Source: an optimization exercise on an open RTL-to-GDS flow (aim: small area, a short achievable clock period and few clock cycles per item). Production flows keep margins and buffers that such runs may drop.
RTL that was checked went through simulation tests only; none was proved equivalent to the original.
The RTL of runs 1 and 3 was laid out without a check of its function.

<file path="run.sh">
#!/bin/bash
# synth_recipe.tcl (not shown) runs the flow's synth.tcl, then flattens the netlist and writes it again
# the make line also repeats each setting of config.mk as NAME=value (left out here)
make -C /OpenROAD-flow-scripts/flow DESIGN_CONFIG=/design/flow/config.mk WORK_HOME=/design/flow/orfs CLKGATE_MAP_FILE= SYNTH_SCRIPT=/design/flow/synth_recipe.tcl finish
</file>
<file path="config.mk">
export PLATFORM = sky130hd
export DESIGN_NAME = cartesian_to_spherical_core
export DESIGN_NICKNAME = cartesian_to_spherical_core
export VERILOG_FILES = /design/flow/design.v
export SDC_FILE = /design/flow/constraint.sdc
export NUM_CORES = 4
export LEC_CHECK = 0
export ABC_CLOCK_PERIOD_IN_PS = 2500
export CAP_MARGIN = 20
export CORE_MARGIN = 2
export CORE_UTILIZATION = 40
export SETUP_SLACK_MARGIN = 5
export SLEW_MARGIN = 20
</file>
<file path="constraint.sdc">
create_clock -name core_clock -period 10.0 [get_ports {clk_i}]
set_input_delay 2.0000 -clock core_clock [delete_from_list [all_inputs] [get_ports {clk_i}]]
set_output_delay 2.0000 -clock core_clock [all_outputs]
set_load 0.01 [all_outputs]
</file>
<file path="design.v">
`timescale 1ns / 1ps
`default_nettype none
package c2s_pkg;
  localparam int unsigned GUARD_BITS = 8;
  localparam int unsigned ATAN_ENTRIES = 24;
  typedef logic [31:0] turn_t;
  localparam turn_t HALF_TURN = 32'h8000_0000;
  localparam turn_t PSI_WRAP  = 32'hC000_0000;
  localparam logic [31:0] KINV = 32'd1304065748;
  function automatic turn_t atan_turns(int unsigned i);
    case (i)
      0: atan_turns = 32'd536870912;
      1: atan_turns = 32'd316933406;
      2: atan_turns = 32'd167458907;
      3: atan_turns = 32'd85004756;
      4: atan_turns = 32'd42667331;
      5: atan_turns = 32'd21354465;
      6: atan_turns = 32'd10679838;
      7: atan_turns = 32'd5340245;
      8: atan_turns = 32'd2670163;
      9: atan_turns = 32'd1335087;
      10: atan_turns = 32'd667544;
      11: atan_turns = 32'd333772;
      12: atan_turns = 32'd166886;
      13: atan_turns = 32'd83443;
      14: atan_turns = 32'd41722;
      15: atan_turns = 32'd20861;
      16: atan_turns = 32'd10430;
      17: atan_turns = 32'd5215;
      18: atan_turns = 32'd2608;
      19: atan_turns = 32'd1304;
      20: atan_turns = 32'd652;
      21: atan_turns = 32'd326;
      22: atan_turns = 32'd163;
      23: atan_turns = 32'd81;
      default: atan_turns = 32'd0;
    endcase
  endfunction
  function automatic int unsigned b_width(int unsigned k);
    if (k <= 2) begin
      b_width = 33;
    end else begin
      b_width = 35 - k;
    end
  endfunction
  function automatic turn_t group_angle(int unsigned g, logic [3:0] v, turn_t ofs);
    turn_t s;
    s = ofs;
    for (int j = 0; j < 4; j = j + 1) begin
      if (v[j]) begin
        s = s + atan_turns(4 * g + j);
      end else begin
        s = s - atan_turns(4 * g + j);
      end
    end
    group_angle = s;
  endfunction
  function automatic logic [511:0] group_table(int unsigned g, turn_t ofs);
    logic [511:0] t;
    for (int v = 0; v < 16; v = v + 1) begin
      t[32*v +: 32] = group_angle(g, 4'(v), ofs);
    end
    group_table = t;
  endfunction
endpackage
`default_nettype wire
`timescale 1ns / 1ps
`default_nettype none
module c2s_cordic_cell #(
  parameter int unsigned K   = 1,
  parameter int unsigned BI  = 33,    
  parameter int unsigned BO  = 33,    
  parameter int unsigned DI  = 2,     
  parameter int unsigned SBW = 1
) (
  input  wire logic                 clk_i,
  input  wire logic                 en_i,
  input  wire logic [32:0]          a_i,
  input  wire logic signed [BI-1:0] b_i,
  input  wire logic [DI-1:0]        dir_i,
  input  wire logic [SBW-1:0]       sb_i,
  output      logic [32:0]          a_o,
  output      logic [(BO>0?BO:1)-1:0] b_o,
  output      logic [DI:0]          dir_o,
  output      logic [SBW-1:0]       sb_o
);
  logic               d;        
  logic signed [BI-1:0] b_sh;
  logic [32:0]        b_ext;
  logic [32:0]        a_d;
  logic               a_co;
  assign d     = !b_i[BI-1];
  assign b_sh  = b_i >>> K;
  assign b_ext = 33'(b_sh);
  c2s_add #(.W(33)) u_a (
    .a (a_i), .b (b_ext ^ {33{!d}}), .ci (!d), .s (a_d), .co (a_co)
  );
  if (BO > 0) begin : g_b
    logic [32:0]   a_sh;
    logic [BO-1:0] b_d;
    logic          b_co;
    assign a_sh = a_i >> K;
    c2s_add #(.W(BO)) u_b (
      .a (b_i[BO-1:0]), .b (a_sh[BO-1:0] ^ {BO{d}}), .ci (d), .s (b_d), .co (b_co)
    );
    always_ff @(posedge clk_i) begin
      if (en_i) begin
        b_o <= b_d;
      end
    end
  end else begin : g_nob
    assign b_o = '0;
  end
  always_ff @(posedge clk_i) begin
    if (en_i) begin
      a_o   <= a_d;
      dir_o <= {d, dir_i};
      sb_o  <= sb_i;
    end
  end
endmodule
`default_nettype wire
`timescale 1ns / 1ps
`default_nettype none
module c2s_add #(
  parameter int W = 33
) (
  input  wire logic [W-1:0] a,
  input  wire logic [W-1:0] b,
  input  wire logic         ci,
  output      logic [W-1:0] s,
  output      logic         co
);
  localparam int N = W + 1;           
  localparam int L = $clog2(N);
  logic [2*L:0][N-1:0] gg;
  logic [2*L:0][N-1:0] pp;
  assign gg[0] = {a & b, ci};
  assign pp[0] = {a ^ b, 1'b0};
  for (genvar l = 0; l < 2 * L; l++) begin : g_lvl
    for (genvar i = 0; i < N; i++) begin : g_bit
      localparam int U = (l < L) ? l : (2 * L - 1 - l);
      localparam int J = (l < L) ?
        ((((i + 1) % (2 << U)) == 0) ? i - (1 << U) : -1) :
        (((((i + 1) % (2 << U)) == (1 << U)) && (i >= (2 << U))) ? i - (1 << U) : -1);
      if (J >= 0) begin : g_op
        assign gg[l+1][i] = gg[l][i] | (pp[l][i] & gg[l][J]);
        assign pp[l+1][i] = pp[l][i] & pp[l][J];
      end else begin : g_pass
        assign gg[l+1][i] = gg[l][i];
        assign pp[l+1][i] = pp[l][i];
      end
    end
  end
  assign s  = pp[0][N-1:1] ^ gg[2*L][N-2:0];
  assign co = gg[2*L][N-1];
endmodule
module c2s_add3 #(
  parameter int W = 26
) (
  input  wire logic [W-1:0] a,
  input  wire logic [W-1:0] b,
  input  wire logic         c0,
  input  wire logic         c1,
  output      logic [W-1:0] s
);
  logic [W-1:0] hs, hc;
  logic         co;
  assign hs = {a[W-1:1] ^ b[W-1:1], a[0] ^ b[0] ^ c1};
  assign hc = {a[W-2:1] & b[W-2:1], (a[0] & b[0]) | (a[0] & c1) | (b[0] & c1), 1'b0};
  c2s_add #(.W(W)) u_add (.a(hs), .b(hc), .ci(c0), .s(s), .co(co));
endmodule
module c2s_add3r #(
  parameter int W = 33
) (
  input  wire logic [W-1:0] a,
  input  wire logic [W-1:0] b,
  input  wire logic [W-1:0] c,
  input  wire logic         c0,
  input  wire logic         ci,
  output      logic [W-1:0] s
);
  logic [W-1:0] hs, hc;
  logic         co;
  assign hs = a ^ b ^ c;
  assign hc = {(a[W-2:0] & b[W-2:0]) | (a[W-2:0] & c[W-2:0]) | (b[W-2:0] & c[W-2:0]), c0};
  c2s_add #(.W(W)) u_add (.a(hs), .b(hc), .ci(ci), .s(s), .co(co));
endmodule
module c2s_csa_tree #(
  parameter int N = 3,
  parameter int W = 8
) (
  input  wire logic [N-1:0][W-1:0] rows,
  output      logic [W-1:0]        s_o,
  output      logic [W-1:0]        c_o
);
  function automatic int rows_at(int l);
    int n;
    n = N;
    for (int k = 0; k < l; k = k + 1) begin
      if (n > 2) begin
        n = 2 * (n / 3) + (n % 3);
      end
    end
    rows_at = n;
  endfunction
  function automatic int levels();
    int n, l;
    n = N;
    l = 0;
    for (int k = 0; k < 64; k = k + 1) begin
      if (n > 2) begin
        n = 2 * (n / 3) + (n % 3);
        l = l + 1;
      end
    end
    levels = l;
  endfunction
  localparam int LV = levels();
  logic [(LV+1)*N*W-1:0] r;
  assign r[N*W-1:0] = rows;
  for (genvar l = 0; l < LV; l++) begin : g_lvl
    localparam int NI = rows_at(l);
    localparam int G  = NI / 3;
    localparam int NO = rows_at(l + 1);
    for (genvar i = 0; i < G; i++) begin : g_fa
      logic [W-1:0] x, y, z;
      assign x = r[(l*N + 3*i)*W +: W];
      assign y = r[(l*N + 3*i + 1)*W +: W];
      assign z = r[(l*N + 3*i + 2)*W +: W];
      assign r[((l+1)*N + 2*i)*W +: W]   = x ^ y ^ z;
      assign r[((l+1)*N + 2*i + 1)*W +: W] =
        {((x[W-2:0] & y[W-2:0]) | (x[W-2:0] & z[W-2:0]) | (y[W-2:0] & z[W-2:0])), 1'b0};
    end
    for (genvar i = 3 * G; i < NI; i++) begin : g_rest
      assign r[((l+1)*N + 2*G + i - 3*G)*W +: W] = r[(l*N + i)*W +: W];
    end
    if (NO < N) begin : g_pad
      assign r[((l+1)*N + NO)*W +: (N-NO)*W] = '0;
    end
  end
  assign s_o = r[(LV*N)*W +: W];
  if (rows_at(LV) > 1) begin : g_c
    assign c_o = r[(LV*N + 1)*W +: W];
  end else begin : g_noc
    assign c_o = '0;
  end
endmodule
module c2s_kmul #(
  parameter logic [63:0] OFS = 64'd0
) (
  input  wire logic [32:0] a,
  output      logic [63:0] s_o,
  output      logic [63:0] c_o
);
  localparam int NT = 12;
  function automatic int dig_sh(int t);
    case (t)
      0: dig_sh = 30;  1: dig_sh = 28;  2: dig_sh = 25;  3: dig_sh = 22;
      4: dig_sh = 19;  5: dig_sh = 17;  6: dig_sh = 15;  7: dig_sh = 11;
      8: dig_sh = 8;   9: dig_sh = 6;   10: dig_sh = 4;  default: dig_sh = 2;
    endcase
  endfunction
  function automatic bit dig_neg(int t);
    dig_neg = (t == 2) || (t == 3) || (t == 4) || (t == 7) || (t == 8) || (t == 9);
  endfunction
  function automatic logic [63:0] fix_const(logic [63:0] ofs);
    logic [63:0] f;
    f = ofs;
    for (int t = 0; t < NT; t = t + 1) begin
      if (dig_neg(t)) begin
        f = f + (64'd1 << dig_sh(t)) - (64'd1 << (dig_sh(t) + 33));
      end
    end
    fix_const = f;
  endfunction
  localparam logic [63:0] FIX = fix_const(OFS);
  logic [NT:0][63:0] rows;
  logic [32:0]       na;
  assign na = ~a;
  for (genvar t = 0; t < NT; t++) begin : g_row
    localparam int  S = dig_sh(t);
    localparam bit  N = dig_neg(t);
    assign rows[t] = N ? (64'(na) << S) : (64'(a) << S);
  end
  assign rows[NT] = FIX;
  c2s_csa_tree #(.N(NT + 1), .W(64)) u_tree (.rows(rows), .s_o(s_o), .c_o(c_o));
endmodule
module c2s_angle_sum #(
  parameter logic [31:0] OFS = 32'd0
) (
  input  wire logic [15:0] dir,
  output      logic [31:0] ang
);
  logic [3:0][31:0] part;
  logic [31:0]      s, c;
  logic             co;
  for (genvar g = 0; g < 4; g++) begin : g_grp
    localparam logic [511:0] TAB = c2s_pkg::group_table(g, (g == 0) ? OFS : 32'd0);
    assign part[g] = TAB[32*dir[4*g+3:4*g] +: 32];
  end
  c2s_csa_tree #(.N(4), .W(32)) u_tree (.rows(part), .s_o(s), .c_o(c));
  c2s_add #(.W(32)) u_add (.a(s), .b(c), .ci(1'b0), .s(ang), .co(co));
endmodule
`default_nettype wire
`timescale 1ns / 1ps
`default_nettype none
module cartesian_to_spherical_core #(
  parameter int unsigned COORD_WIDTH   = 24,
  parameter int unsigned ANGLE_WIDTH   = 16,
  parameter int unsigned CORDIC_STAGES = 16
) (
  input  wire logic                          clk_i,
  input  wire logic                          rst_ni,
  input  wire logic                          cart_valid_i,
  output      logic                          cart_ready_o,
  input  wire logic signed [COORD_WIDTH-1:0] cart_x_i,
  input  wire logic signed [COORD_WIDTH-1:0] cart_y_i,
  input  wire logic signed [COORD_WIDTH-1:0] cart_z_i,
  output      logic                          sph_valid_o,
  input  wire logic                          sph_ready_i,
  output      logic [ANGLE_WIDTH-1:0]        sph_theta_o,
  output      logic [ANGLE_WIDTH-1:0]        sph_psi_o,
  output      logic [COORD_WIDTH-1:0]        sph_radius_o,
  output      logic                          sph_zero_vector_o
);
  localparam int CW  = 24;
  localparam int AW  = 16;
  localparam int NR  = 16;                  
  localparam int NV  = 2 * NR + 3;          
  localparam int RW  = 2 * AW + CW + 1;     
  localparam int ST_IN = 0;                 
  localparam int ST_S1 = 1;                 
  localparam int ST_M1 = NR + 1;            
  localparam int ST_M2 = NR + 2;            
  localparam int ST_N1 = 2 * NR + 2;        
  logic          en;
  logic [NV-1:0] vld_q;
  logic          out_vld_q, skid_vld_q, out_rdy, push;
  logic [RW-1:0] out_q, skid_q, res;
  assign en           = !skid_vld_q;
  assign cart_ready_o = en;
  assign out_rdy      = !out_vld_q || sph_ready_i;
  assign push         = vld_q[NV-1] && en;
  always_ff @(posedge clk_i or negedge rst_ni) begin
    if (!rst_ni) begin
      vld_q      <= '0;
      out_vld_q  <= 1'b0;
      skid_vld_q <= 1'b0;
    end else begin
      if (en) begin
        vld_q <= {vld_q[NV-2:0], cart_valid_i};
      end
      if (out_rdy) begin
        out_vld_q  <= skid_vld_q || push;
        skid_vld_q <= 1'b0;
      end else if (push) begin
        skid_vld_q <= 1'b1;
      end
    end
  end
  always_ff @(posedge clk_i) begin
    if (out_rdy) begin
      out_q <= skid_vld_q ? skid_q : res;
    end
    if (en) begin
      skid_q <= res;
    end
  end
  assign sph_valid_o       = out_vld_q;
  assign sph_theta_o       = out_q[RW-1 -: AW];
  assign sph_psi_o         = out_q[RW-1-AW -: AW];
  assign sph_radius_o      = out_q[CW:1];
  assign sph_zero_vector_o = out_q[0];
  logic signed [CW-1:0] x_q, y_q, z_q;
  always_ff @(posedge clk_i) begin
    if (en) begin
      x_q <= cart_x_i;
      y_q <= cart_y_i;
      z_q <= cart_z_i;
    end
  end
  localparam int EW = CW + 2;
  logic          sx, sy, d0, xy_zero, all_zero;
  logic [EW-1:0] xe, ye, xi, yi, xn, yn;
  logic [EW-1:0] s1_sum, s1_yx, s1_xy;
  assign sx = x_q[CW-1];
  assign sy = y_q[CW-1];
  assign xe = EW'(x_q);
  assign ye = EW'(y_q);
  assign xi = xe ^ {EW{sx}};      
  assign yi = ye ^ {EW{sy}};
  assign xn = ~xi;
  assign yn = ~yi;
  assign xy_zero  = (x_q == '0) && (y_q == '0);
  assign all_zero = xy_zero && (z_q == '0);
  assign d0       = sx ? (sy || (y_q == '0)) : !sy;
  c2s_add3 #(.W(EW)) u_s1a (.a(xi), .b(yi), .c0(sx), .c1(sy), .s(s1_sum));
  c2s_add3 #(.W(EW)) u_s1b (.a(yi), .b(xn), .c0(sy), .c1(!sx), .s(s1_yx));
  c2s_add3 #(.W(EW)) u_s1c (.a(xi), .b(yn), .c0(sx), .c1(!sy), .s(s1_xy));
  logic [32:0]   s1_a_q;
  logic [32:0]   s1_b_q;
  logic [1:0]    s1_d_q;
  logic [CW+1:0] s1_sb_q;
  always_ff @(posedge clk_i) begin
    if (en) begin
      s1_a_q  <= {s1_sum[CW:0], 8'd0};
      s1_b_q  <= d0 ? {s1_yx[CW:0], 8'd0} : {s1_xy[CW:0], 8'd0};
      s1_d_q  <= {d0, sx};
      s1_sb_q <= {z_q, all_zero, xy_zero};
    end
  end
  for (genvar k = 1; k < NR; k++) begin : g_p1
    localparam int BI = c2s_pkg::b_width(k);
    localparam int BO = (k == NR - 1) ? 0 : c2s_pkg::b_width(k + 1);
    localparam int BOW = (BO > 0) ? BO : 1;
    logic [32:0]    a_in;
    logic [BI-1:0]  b_in;
    logic [k:0]     d_in;
    logic [CW+1:0]  sb_in;
    logic [32:0]    a_out;
    logic [BOW-1:0] b_out;
    logic [k+1:0]   d_out;
    logic [CW+1:0]  sb_out;
    if (k == 1) begin : g_first
      assign a_in  = s1_a_q;
      assign b_in  = s1_b_q[BI-1:0];
      assign d_in  = s1_d_q;
      assign sb_in = s1_sb_q;
    end else begin : g_next
      assign a_in  = g_p1[k-1].a_out;
      assign b_in  = g_p1[k-1].b_out[BI-1:0];
      assign d_in  = g_p1[k-1].d_out;
      assign sb_in = g_p1[k-1].sb_out;
    end
    c2s_cordic_cell #(
      .K (k), .BI (BI), .BO (BO), .DI (k + 1), .SBW (CW + 2)
    ) u_cell (
      .clk_i (clk_i), .en_i (en),
      .a_i (a_in), .b_i (b_in), .dir_i (d_in), .sb_i (sb_in),
      .a_o (a_out), .b_o (b_out), .dir_o (d_out), .sb_o (sb_out)
    );
  end
  logic [32:0]   pa1;
  logic [NR:0]   pd1;       
  logic [CW+1:0] psb1;
  logic [63:0]   m1_s, m1_c;
  logic [31:0]   th_ang;
  logic [AW-1:0] theta;
  assign pa1  = g_p1[NR-1].a_out;
  assign pd1  = g_p1[NR-1].d_out;
  assign psb1 = g_p1[NR-1].sb_out;
  c2s_kmul #(.OFS(64'd1 << 30)) u_m1 (.a(pa1), .s_o(m1_s), .c_o(m1_c));
  c2s_angle_sum #(.OFS(32'd1 << 15)) u_th (.dir(pd1[NR:1]), .ang(th_ang));
  assign theta = psb1[0] ? '0 : {th_ang[31] ^ pd1[0], th_ang[30:16]};
  logic [63:0]   m1_s_q, m1_c_q;
  logic [AW-1:0] m1_th_q;
  logic [CW:0]   m1_zm_q;   
  logic          m1_sz_q;   
  logic [1:0]    m1_f_q;    
  logic [CW-1:0] zv;
  assign zv = psb1[CW+1:2];
  always_ff @(posedge clk_i) begin
    if (en) begin
      m1_s_q  <= m1_s;
      m1_c_q  <= m1_c;
      m1_th_q <= theta;
      m1_zm_q <= zv[CW-1] ? -((CW+1)'($signed(zv))) : (CW+1)'(zv);
      m1_sz_q <= zv[CW-1];
      m1_f_q  <= psb1[1:0];
    end
  end
  logic          sz, c31, flip2, d0b;
  logic [32:0]   zabs, s_hi, c_hi;
  logic [30:0]   lo_s;
  logic [32:0]   a1b, ub, vb;
  assign sz    = m1_sz_q;
  assign zabs  = {m1_zm_q, 8'd0};
  assign s_hi  = m1_s_q[63:31];
  assign c_hi  = m1_c_q[63:31];
  assign flip2 = sz && !m1_f_q[0];
  assign d0b   = !sz || m1_f_q[0];
  c2s_add #(.W(31)) u_lo (.a(m1_s_q[30:0]), .b(m1_c_q[30:0]), .ci(1'b0), .s(lo_s), .co(c31));
  c2s_add3r #(.W(33)) u_m2a (.a(s_hi), .b(c_hi), .c(zabs), .c0(1'b0), .ci(c31), .s(a1b));
  c2s_add3r #(.W(33)) u_m2u (.a(s_hi), .b(c_hi), .c(~zabs), .c0(1'b1), .ci(c31), .s(ub));
  c2s_add3r #(.W(33)) u_m2v (.a(~s_hi), .b(~c_hi), .c(zabs), .c0(1'b1), .ci(!c31), .s(vb));
  logic [32:0]   m2_a_q, m2_b_q;
  logic [1:0]    m2_d_q;
  logic [AW:0]   m2_sb_q;   
  always_ff @(posedge clk_i) begin
    if (en) begin
      m2_a_q  <= a1b;
      m2_b_q  <= flip2 ? vb : ub;
      m2_d_q  <= {d0b, sz};
      m2_sb_q <= {m1_th_q, m1_f_q[1]};
    end
  end
  for (genvar k = 1; k < NR; k++) begin : g_p2
    localparam int BI = c2s_pkg::b_width(k);
    localparam int BO = (k == NR - 1) ? 0 : c2s_pkg::b_width(k + 1);
    localparam int BOW = (BO > 0) ? BO : 1;
    logic [32:0]    a_in;
    logic [BI-1:0]  b_in;
    logic [k:0]     d_in;
    logic [AW:0]    sb_in;
    logic [32:0]    a_out;
    logic [BOW-1:0] b_out;
    logic [k+1:0]   d_out;
    logic [AW:0]    sb_out;
    if (k == 1) begin : g_first
      assign a_in  = m2_a_q;
      assign b_in  = m2_b_q[BI-1:0];
      assign d_in  = m2_d_q;
      assign sb_in = m2_sb_q;
    end else begin : g_next
      assign a_in  = g_p2[k-1].a_out;
      assign b_in  = g_p2[k-1].b_out[BI-1:0];
      assign d_in  = g_p2[k-1].d_out;
      assign sb_in = g_p2[k-1].sb_out;
    end
    c2s_cordic_cell #(
      .K (k), .BI (BI), .BO (BO), .DI (k + 1), .SBW (AW + 1)
    ) u_cell (
      .clk_i (clk_i), .en_i (en),
      .a_i (a_in), .b_i (b_in), .dir_i (d_in), .sb_i (sb_in),
      .a_o (a_out), .b_o (b_out), .dir_o (d_out), .sb_o (sb_out)
    );
  end
  logic [32:0]   pa2;
  logic [NR:0]   pd2;       
  logic [AW:0]   psb2;
  logic [63:0]   n1_s, n1_c;
  logic [31:0]   ps_raw, ps_ang;
  logic [AW-1:0] ps_rnd, psi;
  assign pa2  = g_p2[NR-1].a_out;
  assign pd2  = g_p2[NR-1].d_out;
  assign psb2 = g_p2[NR-1].sb_out;
  c2s_kmul #(.OFS((64'd1 << 30) + (64'd1 << 38))) u_m3 (.a(pa2), .s_o(n1_s), .c_o(n1_c));
  c2s_angle_sum #(.OFS(32'd0)) u_ps (.dir(pd2[NR:1]), .ang(ps_raw));
  assign ps_ang = {ps_raw[31] ^ pd2[0], ps_raw[30:0]};
  assign ps_rnd = ps_ang[31:16] + AW'(ps_ang[15]);
  always_comb begin
    if (ps_ang[31] && ps_ang[30]) begin
      psi = '0;
    end else if (ps_ang[31] && (ps_ang[30:0] != '0)) begin
      psi = AW'(1) << (AW - 1);
    end else begin
      psi = ps_rnd;
    end
  end
  logic [63:0]   n1_s_q, n1_c_q;
  logic [2*AW:0] n1_sb_q;   
  always_ff @(posedge clk_i) begin
    if (en) begin
      n1_s_q  <= n1_s;
      n1_c_q  <= n1_c;
      n1_sb_q <= {psb2[AW:1], psi, psb2[0]};
    end
  end
  logic [63:0]   rho;
  logic          rho_co;
  logic [CW-1:0] radius;
  c2s_add #(.W(64)) u_rho (.a(n1_s_q), .b(n1_c_q), .ci(1'b0), .s(rho), .co(rho_co));
  assign radius = rho[63] ? '1 : rho[62:39];
  assign res = n1_sb_q[0] ? RW'(1) : {n1_sb_q[2*AW:1], radius, 1'b0};
endmodule
`default_nettype wire
</file>
==> results.rst, run 1 <==
.. list-table::
   :header-rows: 1

   * - Metric
     - Value
   * - Outcome
     - timing/DRC/antenna clean
   * - # Max-Cap Violations
     - 0
   * - Final clock period utilization by the worst path
     - 0.6276
   * - Count of routing violations after the opening detailed-route iteration
     - 5646
   * - Gate count after technology mapping
     - 16.52k
   * - Required @ worst endpoint
     - 10.73 ns
   * - I/O pins
     - 135
   * - Capturing point of the worst reg2reg path
     - n1_sb_q[5]$_SDFFCE_PP0N_
   * - Number of antenna violations at the first check in global routing
     - 4
   * - Number of pins with negative max-slew slack in the final report
     - 0
   * - Number of nets in the finished design
     - 20.66k
   * - Synth Flop Type
     - sky130_fd_sc_hd__edfxtp_1
   * - Setup slack of the most critical reg-to-reg path
     - 3.72 ns
   * - Clock slew at the register clock pins of the worst setup and hold paths
     - 0.06 ns
   * - Unrepaired setup endpoints after global routing
     - true
   * - Worst reg2reg startpoint
     - g_p2[15].u_cell.dir_o[6]$_DFFE_PN_
   * - Combined area of all synthesized cells
     - 209700 sq um
   * - Flip-flop and latch count after synthesis
     - 3305
   * - Height of the chip
     - 728.1 um
   * - Share of post-route cells with drive strength above 1
     - 0.06642
   * - Synth-to-layout area growth
     - 11.96%
   * - Final hold viol count
     - 0
   * - Number of CTS-inserted buffers
     - 368
   * - Max Fclk
     - 0.1593 GHz
   * - Final setup slack of the worst path
     - 3.724 ns
   * - Cell type with the largest total area after synthesis
     - sky130_fd_sc_hd__edfxtp_1
   * - Clk sinks
     - 3305
   * - Average routed wire per standard cell
     - 16.90 um
   * - Relative slew slack
     - 0.2502
   * - Detailed-route DRC error count
     - 0
   * - Top cells by count, synth
     - 3469 x sky130_fd_sc_hd__inv_1, 3211 x sky130_fd_sc_hd__edfxtp_1, 2107 x sky130_fd_sc_hd__ha_1
   * - Final Wtd Congestion
     - 0.8521
   * - Wire length of the first global-routing pass
     - 659.5 mm
   * - Number of vias per cell
     - 4.703
   * - Deepest clock path buffer count
     - 4
   * - Hold wc startpoint
     - g_p2[14].u_cell.dir_o[8]$_DFFE_PN_
   * - Syn avg cell area
     - 12.70 sq um
   * - Post-synth top area share
     - 0.4598
   * - Root Buffer Master
     - sky130_fd_sc_hd__clkbuf_16
   * - DIE AREA
     - 530100 sq um
   * - DP Wirelength
     - 317.6 mm
   * - Transition at the pin with the smallest max-transition slack
     - 1.125 ns
   * - Warning count from the yosys run
     - 31
   * - Std cell rows
     - 265
   * - Total congestion overflow after global routing
     - 0
   * - Count of H-tree levels built during CTS
     - 5
   * - Hold/Removal Path Class
     - reg2reg
   * - Overall Global Routing Usage
     - 0.1554
   * - Pre-CTS setup slack
     - 2.263 ns
   * - Reg2Reg Depth
     - 30
   * - Element type at the critical path end
     - register
   * - Kind of launch point of the worst setup path
     - register
   * - Final hold slack
     - 0.3746 ns
   * - Crit Path Class
     - reg2reg
   * - Largest net degree at the start of global routing
     - 201
   * - Final Routed Wirelength
     - 410.8 mm
   * - Final non-filler cell total
     - 24.30k
   * - Setup TNS
     - 0 ns
   * - DRT antenna net count
     - 0
   * - Largest stage delay, worst path
     - 0.66 ns
   * - Most frequently used cell type in the post-synthesis netlist
     - sky130_fd_sc_hd__inv_1
   * - Most numerous cell on the critical path
     - sky130_fd_sc_hd__buf_4
   * - Via Count
     - 114.3k
   * - Portion of the post-synthesis area used by sequential elements
     - 0.4696
   * - Fraction of registers with async set or reset after synthesis
     - 0.01120
   * - Post-CTS Hold Buffers
     - 0
   * - Terminating pin of the worst hold path
     - g_p2[15].u_cell.dir_o[8]$_DFFE_PN_
   * - Effective utilization at floorplan
     - 0.4021
   * - Insertion delay of the later-clocked pin in the worst-skew pair
     - 1.03 ns
   * - Number of global-route vias before repair
     - 119.9k
   * - Slowest CP cell
     - sky130_fd_sc_hd__fa_1
   * - Core Area
     - 521600 sq um
   * - First-pass iteration count of the detailed router
     - 5
   * - Number of different library cells in the post-synthesis netlist
     - 93
   * - Arrival time of data at the critical path endpoint
     - 7.00 ns
   * - Port bufs
     - 134
   * - Worst clock skew
     - 0.1174 ns
   * - Final worst path period need
     - 6.276 ns
   * - Die Width
     - 728.1 um
   * - Top cells by area, synth
     - sky130_fd_sc_hd__edfxtp_1 46%, sky130_fd_sc_hd__fa_1 14%, sky130_fd_sc_hd__ha_1 13%, sky130_fd_sc_hd__inv_1 6.2%, sky130_fd_sc_hd__xnor2_1 6.0%
   * - Number of failing setup endpoints in the final timing report
     - 0
   * - Number of placed instances with taps included
     - 23.47k
   * - Worst hold path stage count
     - 0
   * - Post-synth EDFFs
     - 3211
   * - Clock tree from TritonCTS
     - yes
   * - CP max FO
     - 5
-- metal layers --
layer	vias to the layer above	track usage	share of wire
met5	-	0	0
met4	0	0.04402	0.030
met3	653	0.01678	0.029
met2	1349	0.2807	0.51
met1	56175	0.1966	0.43
li1	56115	-	-
-- metrics by stage --
| stage | util | cell area [sq um] |
|---|---|---|
| after floorplan | - | 209800 |
| after global placement | 0.4213 | 219800 |
| after detailed placement | 0.4214 | 219800 |
| after CTS | 0.4484 | 233900 |
| after global routing | 0.4502 | 234800 |
| final | 0.4502 | 234800 |
-- critical path: cells and delay by family, from the launching register on --
family | cells | cell delay [ns]
AO/OA/AOI/OAI | 6 | 1.20
XOR/XNOR | 1 | 0.15
adder cells (fa/ha/maj) | 5 | 2.03
buffers and inverters | 14 | 1.59
flip-flops | 1 | 0.44
multiplexers | 1 | 0.49
AND/OR/NAND/NOR | 3 | 0.20
-- layout make-up --
cell class,count,area (sq um)
Antenna cell,2,5.005
Clock buffer,437,9603
Clock inverter,248,2805
Fill cell,47327,286700
Inverter,3473,13080
Multi-Input combinational cell,9522,98670
Sequential cell,3305,98490
Tap cell,6942,8686
Timing Repair Buffer,374,3471
-- flip-flops by register name, summed over array words and instances (netlist names), 57 cells and up --
register / count
g_p1.u_cell.a_o: 481
g_p1.u_cell.b_o: 342
g_p1.u_cell.dir_o: 150
g_p1.u_cell.sb_o: 390
g_p2.u_cell.a_o: 495
g_p2.u_cell.b_o: 356
g_p2.u_cell.dir_o: 150
g_p2.u_cell.sb_o: 255
out_q: 57
skid_q: 57
-- cells in the final DEF (no fill, tap or decap), types with 141 or more instances in the layout --
cell type                   netlist  final
sky130_fd_sc_hd__nand2b_1       143    141
sky130_fd_sc_hd__nand2_1        379    374
sky130_fd_sc_hd__edfxtp_1      3211   3211
sky130_fd_sc_hd__ha_1          2107   2075
sky130_fd_sc_hd__fa_1          1431   1399
sky130_fd_sc_hd__xnor2_1       1428   1414
sky130_fd_sc_hd__a21oi_1        588    564
sky130_fd_sc_hd__o21ai_0        216    182
sky130_fd_sc_hd__nor2_1         395    386
sky130_fd_sc_hd__xor2_1         854    848
sky130_fd_sc_hd__a21o_1         304    303
sky130_fd_sc_hd__buf_4            2    185
sky130_fd_sc_hd__clkbuf_16        0    372
sky130_fd_sc_hd__inv_1         3469   3444
-- cells by family after synthesis --
group,after synthesis,synth area share
and+or+nand+nor,1705,0.04151
DFF,3305,0.4696
adders and majority gates,3540,0.2624
xor gates and xnor gates,2284,0.09545
muxes,116,0.006025
buffers and inverters,3692,0.06618
other,1,0.00001788
AOI/OAI and AO/OA,1875,0.05882
-- how the worst max path moves through the flow --
| stage | slack, ns | to | from | cells after the start |
|---|---|---|---|---|
| final | 3.72 | n1_sb_q[5]$_SDFFCE_PP0N_ | g_p2[15].u_cell.dir_o[6]$_DFFE_PN_ | 30 |
| after CTS | 3.63 | n1_sb_q[10]$_SDFFCE_PP0N_ | g_p2[15].u_cell.dir_o[5]$_DFFE_PN_ | 24 |
| after global placement | 2.28 | n1_sb_q[16]$_SDFFCE_PP0N_ | g_p2[15].u_cell.dir_o[4]$_DFFE_PN_ | 24 |
| after global routing | 3.47 | n1_sb_q[15]$_SDFFCE_PP0N_ | g_p2[15].u_cell.dir_o[6]$_DFFE_PN_ | 28 |
| after detailed placement | 2.26 | n1_sb_q[10]$_SDFFCE_PP0N_ | g_p2[15].u_cell.dir_o[4]$_DFFE_PN_ | 20 |
| after floorplan | 0.06 | cart_ready_o | skid_vld_q$_DFFE_PN0P_ | 3 |
-- repair_timing --
item | CTS | global route
setup endpoints to repair | 132 | 171
pin swaps | 153 | 99
setup buffers | 117 | 32
resized for setup | 208 | 159
cloned | 1 | 0
==> run 2: changes to the inputs <==
--- a/design.v
+++ b/design.v
@@ -132,7 +132,17 @@
   output      logic         co
 );
   localparam int N = W + 1;           
-  localparam int L = $clog2(N);
+  function automatic int ceil_log2(int n);
+    int l;
+    l = 0;
+    for (int k = 0; k < 31; k = k + 1) begin
+      if ((1 << l) < n) begin
+        l = l + 1;
+      end
+    end
+    ceil_log2 = l;
+  endfunction
+  localparam int L = ceil_log2(N);
   logic [2*L:0][N-1:0] gg;
   logic [2*L:0][N-1:0] pp;
   assign gg[0] = {a & b, ci};
@@ -458,14 +468,14 @@
   logic [CW:0]   m1_zm_q;   
   logic          m1_sz_q;   
   logic [1:0]    m1_f_q;    
-  logic [CW-1:0] zv;
+  logic signed [CW-1:0] zv;
   assign zv = psb1[CW+1:2];
   always_ff @(posedge clk_i) begin
     if (en) begin
       m1_s_q  <= m1_s;
       m1_c_q  <= m1_c;
       m1_th_q <= theta;
-      m1_zm_q <= zv[CW-1] ? -((CW+1)'($signed(zv))) : (CW+1)'(zv);
+      m1_zm_q <= zv[CW-1] ? -((CW+1)'(zv)) : (CW+1)'(zv);
       m1_sz_q <= zv[CW-1];
       m1_f_q  <= psb1[1:0];
     end
==> run 2 against run 1 <==
Net effect:
- cell count increased by 0.79%
- synthesized cell count up 1.0%
- maximum frequency up 5.5%
- first-iteration DRC count rose by 0.43%
- critical endpoint is now n1_sb_q[12]$_SDFFCE_PP0N_
- highest routed layer unchanged
==> results.rst, run 2 <==
.. list-table::
   :header-rows: 1

   * - Metric
     - Value
   * - Unrepaired setup endpoints after global routing
     - true
   * - CP max FO
     - 4 (-1)
   * - Final Routed Wirelength
     - 411.0 mm (about the same)
   * - DRT antenna net count
     - 0 (unchanged)
   * - Std cell rows
     - 266 (+0.38%)
   * - Hold/Removal Path Class
     - reg2reg
   * - Height of the chip
     - 729.3 um (+0.16%)
   * - Average routed wire per standard cell
     - 16.78 um (-0.74%)
   * - Element type at the critical path end
     - register
   * - Clock tree from TritonCTS
     - yes
   * - Setup TNS
     - 0 ns (unchanged)
   * - Total congestion overflow after global routing
     - 0 (unchanged)
   * - Synth Flop Type
     - sky130_fd_sc_hd__edfxtp_1
   * - Number of nets in the finished design
     - 20.84k (+0.86%)
   * - DIE AREA
     - 531800 sq um (+0.32%)
   * - Largest registers ranked by flip-flop count
     - g_p2.u_cell.a_o (495), g_p1.u_cell.a_o (481), g_p1.u_cell.sb_o (390)
   * - Number of failing setup endpoints in the final timing report
     - 0 (unchanged)
   * - Register with the highest flop count
     - g_p2.u_cell.a_o
   * - Clock slew at the register clock pins of the worst setup and hold paths
     - 0.06 ns (about the same)
   * - Top cells by area, synth
     - sky130_fd_sc_hd__edfxtp_1 46%, sky130_fd_sc_hd__fa_1 14%, sky130_fd_sc_hd__ha_1 13%, sky130_fd_sc_hd__inv_1 6.2%, sky130_fd_sc_hd__xnor2_1 5.9%
   * - Number of different library cells in the post-synthesis netlist
     - 96 (+3.2%)
   * - Effective utilization at floorplan
     - 0.4011 (-0.0009909)
   * - Number of global-route vias before repair
     - 119.9k (+0.042%)
   * - Total of fill cells in the finished design
     - 47.71k (+0.81%)
   * - Portion of the post-synthesis area used by sequential elements
     - 0.4681 (-0.001502)
   * - Number of CTS-inserted buffers
     - 372 (+1.1%)
   * - Top cells by count, synth
     - 3455 x sky130_fd_sc_hd__inv_1, 3211 x sky130_fd_sc_hd__edfxtp_1, 2107 x sky130_fd_sc_hd__ha_1
   * - Post-synth top area share
     - 0.4583 (-0.001471)
   * - Max Fclk
     - 0.1680 GHz (+5.5%)
   * - Post-CTS Hold Buffers
     - 0 (unchanged)
   * - Overall Global Routing Usage
     - 0.1550 (-0.0004007)
   * - Layout Utilization
     - 0.4491 (-0.001160)
   * - Synth-to-layout area growth
     - 11.95% (about the same)
   * - Fraction of registers with async set or reset after synthesis
     - 0.01120 (unchanged)
   * - Number of antenna violations at the first check in global routing
     - 3 (-1)
   * - Core Area
     - 524500 sq um (+0.57%)
   * - Most frequently used cell type in the post-synthesis netlist
     - sky130_fd_sc_hd__inv_1
   * - Area occupied by multi-input gates
     - 99660 sq um (+1.0%)
   * - Outcome
     - timing/DRC/antenna clean
   * - Final hold viol count
     - 0 (unchanged)
   * - First-pass iteration count of the detailed router
     - 6 (+1)
   * - Combined area of all synthesized cells
     - 210400 sq um (+0.32%)
   * - Relative slew slack
     - 0.2584 (+0.008220)
   * - # Max-Cap Violations
     - 0 (unchanged)
   * - Via Count
     - 114.8k (+0.48%)
   * - Cell type with the largest total area after synthesis
     - sky130_fd_sc_hd__edfxtp_1
   * - Deepest clock path buffer count
     - 4 (unchanged)
   * - Wire length of the first global-routing pass
     - 659.2 mm (about the same)
   * - Worst clock skew
     - 0.07525 ns (-0.04220 ns)
   * - Storage element area
     - 98490 sq um (unchanged)
   * - Transition at the pin with the smallest max-transition slack
     - 1.112 ns (-0.01233 ns)
   * - Port bufs
     - 134 (unchanged)
   * - Warning count from the yosys run
     - 31 (unchanged)
   * - I/O pins
     - 135 (unchanged)
   * - Worst hold path stage count
     - 0 (unchanged)
   * - Syn avg cell area
     - 12.61 sq um (-0.68%)
   * - Most frequent standard cell in the layout excluding fill and tap cells
     - sky130_fd_sc_hd__inv_1
   * - Largest net degree at the start of global routing
     - 196 (-2.5%)
   * - Required @ worst endpoint
     - 10.70 ns (-0.03 ns)
   * - Detailed-route DRC error count
     - 0 (unchanged)
   * - Final hold slack
     - 0.3887 ns (+0.01406 ns)
   * - Share of post-route cells with drive strength above 1
     - 0.06739 (+0.0009724)
   * - Count of H-tree levels built during CTS
     - 5 (unchanged)
   * - Commonest cells after routing, fill and taps aside
     - 3430 x sky130_fd_sc_hd__inv_1, 3211 x sky130_fd_sc_hd__edfxtp_1, 2078 x sky130_fd_sc_hd__ha_1
   * - Flip-flop and latch count after synthesis
     - 3305 (unchanged)
   * - Crit Path Class
     - reg2reg
   * - Worst reg2reg startpoint
     - g_p2[15].u_cell.dir_o[9]$_DFFE_PN_
   * - Number of pins with negative max-slew slack in the final report
     - 0 (unchanged)
   * - Post-synth EDFFs
     - 3211 (unchanged)
   * - Reg2Reg Depth
     - 27 (-10%)
   * - Clk sinks
     - 3305 (unchanged)
   * - Final clock period utilization by the worst path
     - 0.5951 (-0.03247)
   * - Arrival time of data at the critical path endpoint
     - 6.65 ns (-0.35 ns)
   * - DP Wirelength
     - 316.6 mm (-0.32%)
   * - Setup slack of the most critical reg-to-reg path
     - 4.05 ns (+0.32 ns)
   * - Root Buffer Master
     - sky130_fd_sc_hd__clkbuf_16
   * - Hold wc startpoint
     - g_p1[9].u_cell.dir_o[0]$_DFFE_PN_
   * - Die Width
     - 729.3 um (+0.16%)
   * - Final Wtd Congestion
     - 0.8433 (-1.0%)
   * - Gate count after technology mapping
     - 16.68k (+1.0%)
   * - Max FFs per register
     - 495 (unchanged)
   * - Number of vias per cell
     - 4.688 (-0.31%)
   * - Final worst path period need
     - 5.951 ns (-0.3247 ns)
   * - Count of routing violations after the opening detailed-route iteration
     - 5670 (+0.43%)
   * - Kind of launch point of the worst setup path
     - register
   * - Capturing point of the worst reg2reg path
     - n1_sb_q[12]$_SDFFCE_PP0N_
   * - Insertion delay of the later-clocked pin in the worst-skew pair
     - 0.96 ns (-0.07 ns)
   * - Terminating pin of the worst hold path
     - g_p1[10].u_cell.dir_o[0]$_DFFE_PN_
[run 2: cell count changes in the layout (fill, tap and decap cells not counted), moves of 15 or more]
| cell | before | now |
|---|---|---|
| sky130_fd_sc_hd__a21oi_1 | 564 | 546 |
| sky130_fd_sc_hd__o21ai_1 | 85 | 23 |
| sky130_fd_sc_hd__nand2_1 | 374 | 454 |
| sky130_fd_sc_hd__a21o_1 | 303 | 345 |
| sky130_fd_sc_hd__o21ai_0 | 182 | 268 |
| sky130_fd_sc_hd__nand3_1 | 109 | 127 |
| sky130_fd_sc_hd__and3_1 | 107 | 91 |
| sky130_fd_sc_hd__bufinv_16 | 48 | 29 |
| sky130_fd_sc_hd__o21ba_1 | 16 | 1 |
[run 2: cell families (layout without fill, tap and decap cells)]
family                   Yosys count  after routing  synth area share
adder cells (fa/ha/maj)         3538           3538            0.2614
buffers and inverters           3676           4516           0.06568
flip-flops                      3305           3305            0.4681
XOR/XNOR                        2281           2281           0.09495
AO/OA/AOI/OAI                   1935           1935           0.06036
AND/OR/NAND/NOR                 1832           1832           0.04354
other                              1              5        0.00001782
multiplexers                     116            116          0.005941
[run 2: repair_timing]
action / CTS / global route
setup endpoints to repair: 121 / 172
resized for setup: 283 / 148
gates cloned: 1 / 0
setup buffers: 113 / 42
pin swaps: 140 / 94
[run 2: how the worst max path moves through the flow]
| stage | from | end | slack [ns] | depth (start not counted) |
|---|---|---|---|---|
| after floorplan | skid_vld_q$_DFFE_PN0P_ | g_p1[10].u_cell.a_o[0]$_DFFE_PN_ | -38.80 | 4 |
| after global placement | g_p2[15].u_cell.dir_o[7]$_DFFE_PN_ | n1_sb_q[4]$_SDFFCE_PP0N_ | 1.37 | 24 |
| after detailed placement | g_p2[15].u_cell.dir_o[7]$_DFFE_PN_ | n1_sb_q[8]$_SDFFCE_PP0N_ | 1.54 | 24 |
| after CTS | g_p2[15].u_cell.dir_o[9]$_DFFE_PN_ | n1_sb_q[13]$_SDFFCE_PP0N_ | 4.07 | 29 |
| after global routing | g_p2[15].u_cell.dir_o[9]$_DFFE_PN_ | n1_sb_q[12]$_SDFFCE_PP0N_ | 3.83 | 28 |
| final | g_p2[15].u_cell.dir_o[9]$_DFFE_PN_ | n1_sb_q[12]$_SDFFCE_PP0N_ | 4.05 | 27 |
[run 2: final cells by class]
type / count / area share
clock buffers: 456 / 0.04166
well taps: 6968 / 0.03701
repair buffers: 382 / 0.01538
clock inverters: 220 / 0.009418
multi-input cells: 9703 / 0.4231
diodes: 4 / 0.00004250
inverters: 3458 / 0.05522
flip-flops and latches: 3305 / 0.4182
[run 2: per-stage QoR]
step	setup slack (ns)	std cells	cell area [sq um]
detailed placement	1.540	23660	220500
finish	4.049	24496	235500
CTS	4.070	24450	234600
global route	3.830	24494	235500
global placement	1.370	23660	220500
floorplan	-38.80	16684	210400
[run 2: per-layer routing]
metal	vias up	part of all wire	track usage
met5	-	0	0
met4	0	0.025	0.03840
met3	574	0.027	0.01662
met2	1275	0.51	0.2819
met1	56206	0.44	0.1967
li1	56788	-	-
[run 2: worst max-delay path: stages (launching register included)]
cell	delay (ns)
sky130_fd_sc_hd__edfxtp_1	0.43
sky130_fd_sc_hd__inv_2	0.11
sky130_fd_sc_hd__ha_4	0.32
sky130_fd_sc_hd__nor2_4	0.05
sky130_fd_sc_hd__a211oi_2	0.16
sky130_fd_sc_hd__a21oi_2	0.06
sky130_fd_sc_hd__fa_1	0.60
sky130_fd_sc_hd__inv_1	0.07
sky130_fd_sc_hd__fa_1	0.48
sky130_fd_sc_hd__ha_4	0.30
sky130_fd_sc_hd__buf_4	0.11
sky130_fd_sc_hd__nand3_2	0.09
sky130_fd_sc_hd__o21ai_2	0.18
sky130_fd_sc_hd__o41a_1	0.16
sky130_fd_sc_hd__buf_6	0.12
sky130_fd_sc_hd__a31oi_4	0.12
sky130_fd_sc_hd__o21ai_4	0.22
sky130_fd_sc_hd__and3_4	0.25
sky130_fd_sc_hd__nor2_4	0.04
sky130_fd_sc_hd__fa_2	0.38
sky130_fd_sc_hd__xor2_2	0.21
sky130_fd_sc_hd__or3_4	0.41
sky130_fd_sc_hd__nor3_4	0.15
sky130_fd_sc_hd__buf_4	0.15
sky130_fd_sc_hd__nand3_4	0.09
sky130_fd_sc_hd__nor3_2	0.20
sky130_fd_sc_hd__xor2_1	0.17
sky130_fd_sc_hd__nor2_1	0.05
Testbench counts of run 2, summed over its fixed seeds: cycles 8,480, items 8,192.
==> run 3: changes to the inputs <==
--- a/design.v
+++ b/design.v
@@ -132,17 +132,7 @@
   output      logic         co
 );
   localparam int N = W + 1;           
-  function automatic int ceil_log2(int n);
-    int l;
-    l = 0;
-    for (int k = 0; k < 31; k = k + 1) begin
-      if ((1 << l) < n) begin
-        l = l + 1;
-      end
-    end
-    ceil_log2 = l;
-  endfunction
-  localparam int L = ceil_log2(N);
+  localparam int L = $clog2(N);
   logic [2*L:0][N-1:0] gg;
   logic [2*L:0][N-1:0] pp;
   assign gg[0] = {a & b, ci};
@@ -337,13 +327,14 @@
   localparam int CW  = 24;
   localparam int AW  = 16;
   localparam int NR  = 16;                  
-  localparam int NV  = 2 * NR + 3;          
+  localparam int NV  = 2 * NR + 4;          
   localparam int RW  = 2 * AW + CW + 1;     
   localparam int ST_IN = 0;                 
   localparam int ST_S1 = 1;                 
   localparam int ST_M1 = NR + 1;            
   localparam int ST_M2 = NR + 2;            
-  localparam int ST_N1 = 2 * NR + 2;        
+  localparam int ST_M3 = NR + 3;            
+  localparam int ST_N1 = 2 * NR + 3;        
   logic          en;
   logic [NV-1:0] vld_q;
   logic          out_vld_q, skid_vld_q, out_rdy, push;
@@ -443,6 +434,16 @@
       assign d_in  = g_p1[k-1].d_out;
       assign sb_in = g_p1[k-1].sb_out;
     end
+    if (k == NR - 1) begin : g_th
+      logic [31:0]   ang;
+      logic [AW-1:0] th_q;
+      c2s_angle_sum #(.OFS(32'd1 << 15)) u_th (.dir({!b_in[BI-1], d_in[k:1]}), .ang(ang));
+      always_ff @(posedge clk_i) begin
+        if (en) begin
+          th_q <= sb_in[0] ? '0 : {ang[31] ^ d_in[0], ang[30:16]};
+        end
+      end
+    end
     c2s_cordic_cell #(
       .K (k), .BI (BI), .BO (BO), .DI (k + 1), .SBW (CW + 2)
     ) u_cell (
@@ -452,48 +453,58 @@
     );
   end
   logic [32:0]   pa1;
-  logic [NR:0]   pd1;       
   logic [CW+1:0] psb1;
   logic [63:0]   m1_s, m1_c;
-  logic [31:0]   th_ang;
   logic [AW-1:0] theta;
   assign pa1  = g_p1[NR-1].a_out;
-  assign pd1  = g_p1[NR-1].d_out;
   assign psb1 = g_p1[NR-1].sb_out;
   c2s_kmul #(.OFS(64'd1 << 30)) u_m1 (.a(pa1), .s_o(m1_s), .c_o(m1_c));
-  c2s_angle_sum #(.OFS(32'd1 << 15)) u_th (.dir(pd1[NR:1]), .ang(th_ang));
-  assign theta = psb1[0] ? '0 : {th_ang[31] ^ pd1[0], th_ang[30:16]};
+  assign theta = g_p1[NR-1].g_th.th_q;
   logic [63:0]   m1_s_q, m1_c_q;
   logic [AW-1:0] m1_th_q;
   logic [CW:0]   m1_zm_q;   
   logic          m1_sz_q;   
   logic [1:0]    m1_f_q;    
-  logic signed [CW-1:0] zv;
+  logic [CW-1:0] zv;
   assign zv = psb1[CW+1:2];
   always_ff @(posedge clk_i) begin
     if (en) begin
       m1_s_q  <= m1_s;
       m1_c_q  <= m1_c;
       m1_th_q <= theta;
-      m1_zm_q <= zv[CW-1] ? -((CW+1)'(zv)) : (CW+1)'(zv);
+      m1_zm_q <= zv[CW-1] ? -((CW+1)'($signed(zv))) : (CW+1)'(zv);
       m1_sz_q <= zv[CW-1];
       m1_f_q  <= psb1[1:0];
     end
   end
-  logic          sz, c31, flip2, d0b;
-  logic [32:0]   zabs, s_hi, c_hi;
-  logic [30:0]   lo_s;
+  logic [63:0]   m2_p;
+  logic          m2_co;
+  c2s_add #(.W(64)) u_m2 (.a(m1_s_q), .b(m1_c_q), .ci(1'b0), .s(m2_p), .co(m2_co));
+  logic [31:0]   m2_r_q;
+  logic [CW:0]   m2_zm_q;
+  logic          m2_sz_q;
+  logic [1:0]    m2_f_q;
+  logic [AW-1:0] m2_th_q;
+  always_ff @(posedge clk_i) begin
+    if (en) begin
+      m2_r_q  <= m2_p[62:31];
+      m2_zm_q <= m1_zm_q;
+      m2_sz_q <= m1_sz_q;
+      m2_f_q  <= m1_f_q;
+      m2_th_q <= m1_th_q;
+    end
+  end
+  logic          sz, flip2, d0b, co_a, co_u, co_v;
+  logic [32:0]   zabs, rr;
   logic [32:0]   a1b, ub, vb;
-  assign sz    = m1_sz_q;
-  assign zabs  = {m1_zm_q, 8'd0};
-  assign s_hi  = m1_s_q[63:31];
-  assign c_hi  = m1_c_q[63:31];
-  assign flip2 = sz && !m1_f_q[0];
-  assign d0b   = !sz || m1_f_q[0];
-  c2s_add #(.W(31)) u_lo (.a(m1_s_q[30:0]), .b(m1_c_q[30:0]), .ci(1'b0), .s(lo_s), .co(c31));
-  c2s_add3r #(.W(33)) u_m2a (.a(s_hi), .b(c_hi), .c(zabs), .c0(1'b0), .ci(c31), .s(a1b));
-  c2s_add3r #(.W(33)) u_m2u (.a(s_hi), .b(c_hi), .c(~zabs), .c0(1'b1), .ci(c31), .s(ub));
-  c2s_add3r #(.W(33)) u_m2v (.a(~s_hi), .b(~c_hi), .c(zabs), .c0(1'b1), .ci(!c31), .s(vb));
+  assign sz    = m2_sz_q;
+  assign zabs  = {m2_zm_q, 8'd0};
+  assign rr    = {1'b0, m2_r_q};
+  assign flip2 = sz && !m2_f_q[0];
+  assign d0b   = !sz || m2_f_q[0];
+  c2s_add #(.W(33)) u_m3a (.a(rr), .b(zabs), .ci(1'b0), .s(a1b), .co(co_a));
+  c2s_add #(.W(33)) u_m3u (.a(rr), .b(~zabs), .ci(1'b1), .s(ub), .co(co_u));
+  c2s_add #(.W(33)) u_m3v (.a(zabs), .b(~rr), .ci(1'b1), .s(vb), .co(co_v));
   logic [32:0]   m2_a_q, m2_b_q;
   logic [1:0]    m2_d_q;
   logic [AW:0]   m2_sb_q;   
@@ -502,7 +513,7 @@
       m2_a_q  <= a1b;
       m2_b_q  <= flip2 ? vb : ub;
       m2_d_q  <= {d0b, sz};
-      m2_sb_q <= {m1_th_q, m1_f_q[1]};
+      m2_sb_q <= {m2_th_q, m2_f_q[1]};
     end
   end
   for (genvar k = 1; k < NR; k++) begin : g_p2
@@ -528,6 +539,16 @@
       assign d_in  = g_p2[k-1].d_out;
       assign sb_in = g_p2[k-1].sb_out;
     end
+    if (k == NR - 1) begin : g_ps
+      logic [31:0] ang;
+      logic [31:0] ang_q;
+      c2s_angle_sum #(.OFS(32'd0)) u_ps (.dir({!b_in[BI-1], d_in[k:1]}), .ang(ang));
+      always_ff @(posedge clk_i) begin
+        if (en) begin
+          ang_q <= {ang[31] ^ d_in[0], ang[30:0]};
+        end
+      end
+    end
     c2s_cordic_cell #(
       .K (k), .BI (BI), .BO (BO), .DI (k + 1), .SBW (AW + 1)
     ) u_cell (
@@ -537,17 +558,14 @@
     );
   end
   logic [32:0]   pa2;
-  logic [NR:0]   pd2;       
   logic [AW:0]   psb2;
   logic [63:0]   n1_s, n1_c;
-  logic [31:0]   ps_raw, ps_ang;
+  logic [31:0]   ps_ang;
   logic [AW-1:0] ps_rnd, psi;
   assign pa2  = g_p2[NR-1].a_out;
-  assign pd2  = g_p2[NR-1].d_out;
   assign psb2 = g_p2[NR-1].sb_out;
   c2s_kmul #(.OFS((64'd1 << 30) + (64'd1 << 38))) u_m3 (.a(pa2), .s_o(n1_s), .c_o(n1_c));
-  c2s_angle_sum #(.OFS(32'd0)) u_ps (.dir(pd2[NR:1]), .ang(ps_raw));
-  assign ps_ang = {ps_raw[31] ^ pd2[0], ps_raw[30:0]};
+  assign ps_ang = g_p2[NR-1].g_ps.ang_q;
   assign ps_rnd = ps_ang[31:16] + AW'(ps_ang[15]);
   always_comb begin
     if (ps_ang[31] && ps_ang[30]) begin
==> flow/run.sh (new file) <==
#!/bin/bash
# Standard layout with timing repair aimed at a shorter period than the
# clock constraint: the same constraint file, a larger setup margin.
set -euo pipefail
MARGIN=$(cat flow/margin.txt)
bash standard.sh SETUP_SLACK_MARGIN="$MARGIN" finish > flow_make.log 2>&1
==> flow/margin.txt (new file) <==
7.0
==> standard.sh (new file) <==
#!/bin/bash
# synth_recipe.tcl (not shown) runs the flow's synth.tcl, then flattens the netlist and writes it again
# the make line also repeats each setting of config.mk as NAME=value (left out here)
make -C /OpenROAD-flow-scripts/flow DESIGN_CONFIG=/design/flow/config.mk WORK_HOME=/design/flow/orfs CLKGATE_MAP_FILE= SYNTH_SCRIPT=/design/flow/synth_recipe.tcl "${@:-finish}"
--- a/config.mk
+++ b/config.mk
@@ -9,5 +9,4 @@
 export CAP_MARGIN = 20
 export CORE_MARGIN = 2
 export CORE_UTILIZATION = 40
-export SETUP_SLACK_MARGIN = 5
 export SLEW_MARGIN = 20
removed: run.sh
==> run 3 against run 2 <==
Net effect:
- still clean on timing, DRC and antenna
- cell count rose by 6.4%
- maximum frequency grew 16%
- critical path depth shrank 7
- synthesized area is 0.64% higher
- register-to-register slack gained 0.83 ns
- clock skew grew 0.025 ns
- via count is 9.1% higher
- hold slack lost 0.018 ns
- critical path type unchanged
==> results.rst, run 3 <==
.. list-table::
   :header-rows: 1

   * - Metric
     - Value
   * - Outcome
     - timing/DRC/antenna clean
   * - Post-synth top area share
     - 0.4677 (+0.009424)
   * - Clk sinks
     - 3393 (+2.7%)
   * - Overall Global Routing Usage
     - 0.1706 (+0.01556)
   * - Hold wc startpoint
     - g_p1[7].u_cell.sb_o[0]$_DFFE_PN_
   * - Fraction of registers with async set or reset after synthesis
     - 0.01120 (about the same)
   * - Number of CTS-inserted buffers
     - 383 (+3.0%)
   * - Required @ worst endpoint
     - 10.68 ns (-0.02 ns)
   * - Final clock period utilization by the worst path
     - 0.5118 (-0.08328)
   * - Final non-filler cell total
     - 26.06k (+6.4%)
   * - Top cells by area, synth
     - sky130_fd_sc_hd__edfxtp_1 47%, sky130_fd_sc_hd__fa_1 13%, sky130_fd_sc_hd__ha_1 12%, sky130_fd_sc_hd__xnor2_1 5.9%, sky130_fd_sc_hd__inv_1 5.9%
   * - Total congestion overflow after global routing
     - 0 (unchanged)
   * - Kind of launch point of the worst setup path
     - register
   * - Max Fclk
     - 0.1954 GHz (+16%)
   * - Unrepaired setup endpoints after global routing
     - true
   * - DP Wirelength
     - 312.6 mm (-1.3%)
   * - Count of routing violations after the opening detailed-route iteration
     - 6675 (+18%)
   * - Port bufs
     - 134 (unchanged)
   * - Insertion delay of the later-clocked pin in the worst-skew pair
     - 1.01 ns (+0.05 ns)
   * - Root Buffer Master
     - sky130_fd_sc_hd__clkbuf_16
   * - Final hold viol count
     - 0 (unchanged)
   * - Most frequently used cell type in the post-synthesis netlist
     - sky130_fd_sc_hd__inv_1
   * - Wire length of the first global-routing pass
     - 726.5 mm (+10%)
   * - Summed area of non-filler cells in the final layout
     - 272500 sq um (+16%)
   * - Number of nets in the finished design
     - 22.29k (+7.0%)
   * - Core Area
     - 528200 sq um (+0.69%)
   * - Worst hold path stage count
     - 0 (unchanged)
   * - Hold/Removal Path Class
     - reg2reg
   * - Clock tree from TritonCTS
     - yes
   * - DIE AREA
     - 535200 sq um (+0.64%)
   * - Placed cell areas
     - 221900 sq um (+0.63%)
   * - Detailed-route DRC error count
     - 0 (unchanged)
   * - Final Routed Wirelength
     - 475.6 mm (+16%)
   * - Synth Flop Type
     - sky130_fd_sc_hd__edfxtp_1
   * - Portion of the post-synthesis area used by sequential elements
     - 0.4776 (+0.009480)
   * - I/O pins
     - 135 (unchanged)
   * - Synth-to-layout area growth
     - 28.69%
   * - Final worst path period need
     - 5.118 ns (-0.8328 ns)
   * - Crit Path Class
     - reg2reg
   * - Register with the highest flop count
     - g_p2.u_cell.a_o
   * - Largest net degree at the start of global routing
     - 163 (-17%)
   * - # Max-Cap Violations
     - 0 (unchanged)
   * - DRT antenna net count
     - 0 (unchanged)
   * - Total of fill cells in the finished design
     - 43.77k (-8.3%)
   * - Die Width
     - 731.6 um (+0.32%)
   * - Number of global-route vias before repair
     - 130.5k (+8.8%)
   * - Cell type with the largest total area after synthesis
     - sky130_fd_sc_hd__edfxtp_1
   * - Number of different library cells in the post-synthesis netlist
     - 98 (+2.1%)
   * - Average routed wire per standard cell
     - 18.25 um (+8.8%)
   * - Transition at the pin with the smallest max-transition slack
     - 1.206 ns (+0.09367 ns)
   * - Height of the chip
     - 731.6 um (+0.32%)
   * - Most frequent standard cell in the layout excluding fill and tap cells
     - sky130_fd_sc_hd__edfxtp_1
   * - Number of pins with negative max-slew slack in the final report
     - 0 (unchanged)
   * - Reg2Reg Depth
     - 20 (-26%)
   * - Gate count after technology mapping
     - 16.58k (-0.64%)
   * - Count of H-tree levels built during CTS
     - 5 (unchanged)
   * - Number of vias per cell
     - 4.808 (+2.6%)
   * - Top cells by count, synth
     - 3305 x sky130_fd_sc_hd__inv_1, 3298 x sky130_fd_sc_hd__edfxtp_1, 2095 x sky130_fd_sc_hd__ha_1
   * - Number of placed instances with taps included
     - 23.58k (-0.33%)
   * - Deepest clock path buffer count
     - 4 (unchanged)
   * - Std cell rows
     - 267 (+0.38%)
   * - Post-synth EDFFs
     - 3298 (+2.7%)
   * - Number of antenna violations at the first check in global routing
     - 9 (+6)
   * - Number of failing setup endpoints in the final timing report
     - 0 (unchanged)
   * - Syn avg cell area
     - 12.77 sq um (+1.3%)
   * - Worst reg2reg startpoint
     - g_p2[14].u_cell.dir_o[9]$_DFFE_PN_
   * - Worst setup path startpoint
     - g_p2[14].u_cell.dir_o[9]$_DFFE_PN_
   * - Effective utilization at floorplan
     - 0.4009 (about the same)
   * - Largest registers ranked by flip-flop count
     - g_p2.u_cell.a_o (495), g_p1.u_cell.a_o (481), g_p1.u_cell.sb_o (390)
   * - Via Count
     - 125.3k (+9.1%)
   * - Arrival time of data at the critical path endpoint
     - 5.80 ns (-0.85 ns)
   * - Element type at the critical path end
     - register
   * - Flip-flop and latch count after synthesis
     - 3393 (+2.7%)
   * - Post-CTS Hold Buffers
     - 0 (unchanged)
   * - Share of post-route cells with drive strength above 1
     - 0.2934 (+0.2260)
   * - Max FFs per register
     - 495 (unchanged)
   * - Final Wtd Congestion
     - 0.8343 (-1.1%)
   * - CP max FO
     - 6 (+2)
   * - Clock slew at the register clock pins of the worst setup and hold paths
     - 0.06 ns (about the same)
   * - Relative slew slack
     - 0.1960 (-0.06245)
   * - Combined area of all synthesized cells
     - 211700 sq um (+0.64%)
   * - Commonest cells after routing, fill and taps aside
     - 3298 x sky130_fd_sc_hd__edfxtp_1, 2864 x sky130_fd_sc_hd__inv_1, 1647 x sky130_fd_sc_hd__ha_1
   * - Worst clock skew
     - 0.1006 ns (+0.02537 ns)
   * - Warning count from the yosys run
     - 31 (unchanged)
   * - First-pass iteration count of the detailed router
     - 7 (+1)
[run 3: cell types whose count changed after synthesis, sizes merged, moves of 12 or more]
cell	before	now
clkbuf	118	89
ha	2107	2095
xnor2	1419	1435
edfxtp	3211	3298
a21oi	576	655
o21ai	315	259
buf	100	124
inv	3456	3306
a21o	346	333
fa	1430	1381
a31oi	50	77
nand2	463	412
[run 3: kinds of logic after synthesis]
group | Yosys count | synth area share
AO/OA/AOI/OAI | 1967 | 0.06096
XOR/XNOR | 2288 | 0.09467
adder cells (fa/ha/maj) | 3480 | 0.2545
buffers and inverters | 3523 | 0.06261
flip-flops | 3393 | 0.4776
multiplexers | 123 | 0.006476
other | 1 | 0.00001771
AND/OR/NAND/NOR | 1802 | 0.04314
[run 3: worst max-delay path, cell delays in order, from the launching register on]
cell and delay, ns:
sky130_fd_sc_hd__edfxtp_1 0.37, sky130_fd_sc_hd__buf_12 0.14, sky130_fd_sc_hd__clkinvlp_4 0.11, sky130_fd_sc_hd__buf_6 0.14
sky130_fd_sc_hd__ha_4 0.15, sky130_fd_sc_hd__mux4_2 0.48, sky130_fd_sc_hd__fa_1 0.51, sky130_fd_sc_hd__fa_2 0.62
sky130_fd_sc_hd__ha_4 0.21, sky130_fd_sc_hd__a21o_1 0.17, sky130_fd_sc_hd__a221o_1 0.31, sky130_fd_sc_hd__a221o_1 0.37
sky130_fd_sc_hd__a31o_4 0.24, sky130_fd_sc_hd__a21oi_4 0.18, sky130_fd_sc_hd__a31oi_4 0.10, sky130_fd_sc_hd__nand4_1 0.15
sky130_fd_sc_hd__a31oi_2 0.12, sky130_fd_sc_hd__buf_4 0.15, sky130_fd_sc_hd__a21o_1 0.15, sky130_fd_sc_hd__a21oi_2 0.12
sky130_fd_sc_hd__xnor2_1 0.08
[run 3: worst paths after layout]
check                      slack [ns]                           endpoint
max                              4.88  g_p2[15].g_ps.ang_q[31]$_DFFE_PN_
min                              0.37   g_p1[8].u_cell.sb_o[0]$_DFFE_PN_
max reg2reg                      4.88  g_p2[15].g_ps.ang_q[31]$_DFFE_PN_
min reg2reg                      0.37   g_p1[8].u_cell.sb_o[0]$_DFFE_PN_
max in group asynchronous        8.29             skid_vld_q$_DFFE_PN0P_
min in group asynchronous        1.10              out_vld_q$_DFFE_PN0N_
[run 3: routing by layer]
metal,vias to the layer above,global-route usage,wire length [um],part of all wire
li1,60090,-,-,-
met1,62394,0.2231,204900,0.43
met2,1961,0.2976,238600,0.50
met3,834,0.01995,16810,0.035
met4,4,0.05065,15320,0.032
met5,-,0,24,0.000050
[run 3: cell type report]
| cell class | instances | area (sq um) | area share |
|---|---|---|---|
| clock inverters | 220 | 2446 | 0.008976 |
| well taps | 6994 | 8751 | 0.03211 |
| diodes | 2 | 5.005 | 0.00001837 |
| repair buffers | 1987 | 21290 | 0.07814 |
| multi-input cells | 9664 | 116000 | 0.4258 |
| repair inverters | 2 | 17.52 | 0.00006428 |
| clock buffers | 483 | 10070 | 0.03697 |
| flip-flops and latches | 3393 | 101100 | 0.3711 |
| inverters | 3310 | 12750 | 0.04679 |
[run 3: repair_timing]
action,4_1_cts,5_1_grt
setup buffers,1157,521
gates cloned,81,9
gates resized for setup,3325,1797
endpoints found under the setup margin,3843,1940
hold endpoints to repair,0,0
pin swaps,1666,1285
[run 3: metrics by stage]
step	setup slack [ns]	TNS, ns	utilization	hold slack, ns
floorplan	-0.1751	-0.1751	-	0.4003
CTS	4.832	0	0.4912	0.3638
global route	4.726	0	0.5159	0.3785
global placement	3.116	0	0.4201	0.4002
finish	4.882	0	0.5159	0.3705
detailed placement	3.238	0	0.4201	0.4045

==> re-timing with driven ports <==
No port has a modelled driver above. Below, the same layouts with a new extraction and two added sets of constraints. Step 1 sets driving cells, clkbuf_16 on the clock port and buf_2 on the other inputs (assumed; they add their load-dependent delay and slew). Step 2 times the ports against the registers' clock, not the clock port: input delays grow and output delays shrink by t, the midpoint of the rising clock arrivals with the driver on. Slacks: no drivers / after step 1 / after step 2; pairs: no drivers / after step 1.
run | shift t [ns] | slack for setup (ns) | worst setup path at the end
run 1 | 1.075 | 3.724 / 3.724 / 3.724 | register to register
run 2 | 1.050 | 4.049 / 4.049 / 4.049 | register to register
run 3 | 1.079 | 4.882 / 4.882 / 4.882 | register to register
After both steps setup and hold are still met in every run listed.
